Background: an optimization exercise with open tools, aiming at small area, a short achievable clock period and few clock cycles per item. Do not read the settings as production practice.
In this exercise RTL edits were held to simulation tests only and were not proved equivalent to the original.
Power and IR drop assume default switching activity.

== main ==
## r_type_core
module r_type_core (
   input  logic        clk,
   input  logic        rst_n,
   input  logic        instr_valid,
   input  logic [31:0] instr,
   output logic        instr_ready,
   input  logic        ld_valid,
   input  logic [4:0]  ld_addr,
   input  logic [31:0] ld_data,
   output logic        wb_valid,
   output logic [4:0]  wb_rd,
   output logic [31:0] wb_data,
   output logic        illegal,
   input  logic [4:0]  dbg_addr,
   output logic [31:0] dbg_data
);
==> flow/config.mk <==
export PLATFORM = sky130hd
export DESIGN_NAME = r_type_core
export DESIGN_NICKNAME = r_type_core
export VERILOG_FILES = /design/flow/design.v
export SDC_FILE = /design/flow/constraint.sdc
export NUM_CORES = 4
export LEC_CHECK = 0
export CAP_MARGIN = 20
export CORE_MARGIN = 2
export CORE_UTILIZATION = 50
export CTS_BUF_LIST = sky130_fd_sc_hd__clkbuf_16
export CTS_CLUSTER_DIAMETER = 150
export CTS_CLUSTER_SIZE = 26
export SETUP_SLACK_MARGIN = 1.8
export SLEW_MARGIN = 20
export SYNTH_HIERARCHICAL = 1
export TNS_END_PERCENT = 20
==> flow/constraint.sdc <==
create_clock -name core_clock -period 6.0 [get_ports {clk}]
set_input_delay 1.2000 -clock core_clock [delete_from_list [all_inputs] [get_ports {clk}]]
set_output_delay 1.2000 -clock core_clock [all_outputs]
set_load 0.01 [all_outputs]
run.sh (not shown) runs the stock make flow with config.mk's settings and CLKGATE_MAP_FILE= SYNTH_SCRIPT=/design/flow/synth_recipe.tcl, a recipe that flattens the netlist after the stock synthesis.
Testbench counts of main, summed over its fixed seeds: cycles 4,048, items 4,000.
#### Input delta (the feature branch over main)
# main
export LEC_CHECK = 0
export CAP_MARGIN = 20
export CORE_MARGIN = 2
export CORE_UTILIZATION = 50
export CTS_BUF_LIST = sky130_fd_sc_hd__clkbuf_16
export CTS_CLUSTER_DIAMETER = 150
export CTS_CLUSTER_SIZE = 26
export SETUP_SLACK_MARGIN = 1.8
export SLEW_MARGIN = 20
export SYNTH_HIERARCHICAL = 1
export TNS_END_PERCENT = 20
create_clock -name core_clock -period 6.0 [get_ports {clk}]
# the feature branch
export LEC_CHECK = 0
export CAP_MARGIN = 20
export CORE_MARGIN = 2
export CORE_UTILIZATION = 40
export CTS_BUF_LIST = sky130_fd_sc_hd__clkbuf_16
export CTS_CLUSTER_DIAMETER = 150
export CTS_CLUSTER_SIZE = 24
export PLACE_DENSITY = 0.7
export SETUP_SLACK_MARGIN = 2
export SLEW_MARGIN = 20
export SYNTH_HIERARCHICAL = 1
export TNS_END_PERCENT = 20
create_clock -name core_clock -period 6.0 [get_ports {clk}]
--- outcome ---
Compared to main, the feature branch has clock network area share 0.28 points higher.
As far as count of flip-flops with a built-in enable after synthesis goes, the feature branch and main are indistinguishable; the numbers are identical.
Summary of the feature branch over main: first-pass GRT wire length -about 4%; die area now sits higher; setup slack at placement increased 0.25 ns.

* * *

r_type_core again, from the RTL that the note above started with.
==> flow/config.mk <==
export PLATFORM = sky130hd
export DESIGN_NAME = r_type_core
export DESIGN_NICKNAME = r_type_core
export VERILOG_FILES = /design/flow/design.v
export SDC_FILE = /design/flow/constraint.sdc
export NUM_CORES = 4
export LEC_CHECK = 0
export CAP_MARGIN = 20
export CORE_MARGIN = 2
export CORE_UTILIZATION = 50
export CTS_BUF_LIST = sky130_fd_sc_hd__clkbuf_16
export CTS_CLUSTER_DIAMETER = 150
export CTS_CLUSTER_SIZE = 24
export PLACE_DENSITY = 0.7
export SETUP_SLACK_MARGIN = 2
export SLEW_MARGIN = 20
export SYNTH_HIERARCHICAL = 1
export TNS_END_PERCENT = 20
==> flow/constraint.sdc <==
create_clock -name core_clock -period 6.0 [get_ports {clk}]
set_input_delay 1.2000 -clock core_clock [delete_from_list [all_inputs] [get_ports {clk}]]
set_output_delay 1.2000 -clock core_clock [all_outputs]
set_load 0.01 [all_outputs]
The first run completed without violations.
Testbench counts at the start, summed over its fixed seeds: cycles 4,048, items 4,000.
==> next run, changes <==
--- a/flow/config.mk
+++ b/flow/config.mk
@@ -9,7 +9,6 @@
 export CORE_MARGIN = 2
-export CORE_UTILIZATION = 50
+export CORE_UTILIZATION = 40
 export CTS_BUF_LIST = sky130_fd_sc_hd__clkbuf_16
 export CTS_CLUSTER_DIAMETER = 150
-export CTS_CLUSTER_SIZE = 24
-export PLACE_DENSITY = 0.7
+export CTS_CLUSTER_SIZE = 28
 export SETUP_SLACK_MARGIN = 2
After rerunning: The new run produced a clean layout; wire length went up by about 5.7%; via count went down by 1.2%; flip-flop and latch count does not change; synthesized area does not change; synthesized cell count stays the same; non-clock buffer count went down by 15; worst hold slack loses 0.0074 ns; cell area went down by about 0.56%; power went down by 1.4%; final cell count went up by about 5%; clock power went down by 5.0%.
==> next run, changes <==
--- a/flow/config.mk
+++ b/flow/config.mk
@@ -9,7 +9,7 @@
 export CORE_MARGIN = 2
-export CORE_UTILIZATION = 40
+export CORE_UTILIZATION = 50
 export CTS_BUF_LIST = sky130_fd_sc_hd__clkbuf_16
 export CTS_CLUSTER_DIAMETER = 150
-export CTS_CLUSTER_SIZE = 28
-export SETUP_SLACK_MARGIN = 2
+export CTS_CLUSTER_SIZE = 26
+export SETUP_SLACK_MARGIN = 2.3
 export SLEW_MARGIN = 20
Setup slack gets better by 0.10 ns.
Final cell count fell by a few percent.
Sequential power hardly moves.
Fmax is higher by a few percent.
==> next run, changes <==
--- a/flow/config.mk
+++ b/flow/config.mk
@@ -12,4 +12,4 @@
 export CTS_CLUSTER_DIAMETER = 150
-export CTS_CLUSTER_SIZE = 26
-export SETUP_SLACK_MARGIN = 2.3
+export CTS_CLUSTER_SIZE = 28
+export SETUP_SLACK_MARGIN = 2
 export SLEW_MARGIN = 20
=> Cell area drops by 1.7%. Global-route usage increases by 0.85 points. Core utilization came out lower by 1.0 points. Register-to-register slack loses 0.25 ns. Total power fell by 2.8%. Via count grows by 0.56%.

* * *

rev 12:
Starting RTL as in the previous note.
export LEC_CHECK = 0
export CAP_MARGIN = 20
export CORE_MARGIN = 2
export CORE_UTILIZATION = 50
export CTS_BUF_LIST = sky130_fd_sc_hd__clkbuf_16
export CTS_CLUSTER_DIAMETER = 150
export CTS_CLUSTER_SIZE = 26
export SETUP_SLACK_MARGIN = 2
export SLEW_MARGIN = 20
export SYNTH_HIERARCHICAL = 1
export TNS_END_PERCENT = 20
create_clock -name core_clock -period 6.0 [get_ports {clk}]
Testbench counts of rev 12, summed over its fixed seeds: cycles 4,048, items 4,000.
What rev 13 does differently from rev 12 at the input level:
# rev 12
export LEC_CHECK = 0
export CAP_MARGIN = 20
export CORE_MARGIN = 2
export CORE_UTILIZATION = 50
export CTS_BUF_LIST = sky130_fd_sc_hd__clkbuf_16
export CTS_CLUSTER_DIAMETER = 150
export CTS_CLUSTER_SIZE = 26
export SETUP_SLACK_MARGIN = 2
export SLEW_MARGIN = 20
export SYNTH_HIERARCHICAL = 1
export TNS_END_PERCENT = 20
create_clock -name core_clock -period 6.0 [get_ports {clk}]
# rev 13
export LEC_CHECK = 0
export CAP_MARGIN = 20
export CORE_MARGIN = 2
export CORE_UTILIZATION = 40
export CTS_BUF_LIST = sky130_fd_sc_hd__clkbuf_16
export CTS_CLUSTER_DIAMETER = 60
export CTS_CLUSTER_SIZE = 24
export SETUP_SLACK_MARGIN = 2
export SLEW_MARGIN = 20
export SYNTH_HIERARCHICAL = 1
create_clock -name core_clock -period 6.0 [get_ports {clk}]
==> comparison <==
- Compared with rev 12, rev 13 shows a sequential share of layout area that is 2.4 points lower.
- [compare] base=rev 12 new=rev 13: final cell area excluding filler cells increased by 4.5% relative to the old numbers; wire length decreased by 5.3 mm relative to the old numbers; via count increased by about 0.7% relative to the old numbers; count of standard-cell rows increased by 14 relative to the old numbers.
- The slowest stage cell on the critical path comes out sky130_fd_sc_hd__a22o_4 in one run and sky130_fd_sc_hd__nor2_4 in the other, namely in rev 13 and rev 12 respectively.
- Rev 13 vs rev 12, combinational power share went down by 1.3 points.
- Re first-pass iteration count of the detailed router: rev 12 and rev 13 aren't equal, and the lower value belongs to rev 12.

[re-timing with driven ports]
In the flow no input, the clock included, has a driving cell. The finished layouts below were timed again as built, in two steps. Step 1: set_driving_cell puts a clkbuf_16 on clk and a buf_2 on each other input, an assumption about the parent block. Step 2 moves the port delays by t, midway between the first and last clock arrival at a register: inputs arrive t later, outputs are due t later. That takes back most of the time a late clock gives input paths. a / b / c = ideal ports / drivers / drivers and shift; a / b = the first two.
run	t, ns	setup slack, ns	worst slew at a driven data input, ns
main	0.766	1.476 / 1.426 / 0.829	0.11
the feature branch	0.762	1.481 / 1.396 / 1.034	0.13
the first run of note 2	0.762	1.505 / 1.420 / 0.835	0.17
the second run of note 2	0.768	1.475 / 1.396 / 0.666	0.12
the third run of note 2	0.769	1.577 / 1.535 / 0.981	0.10
the fourth run of note 2	0.773	1.472 / 1.427 / 0.746	0.17
rev 12	0.784	1.549 / 1.506 / 0.941	0.14
rev 13	0.803	1.558 / 1.449 / 0.787	0.12
After both steps every run listed still meets setup and hold. The setup slack of the second run of note 2, which loses most, moves by -0.079 ns with the drivers and by -0.809 ns with both steps.
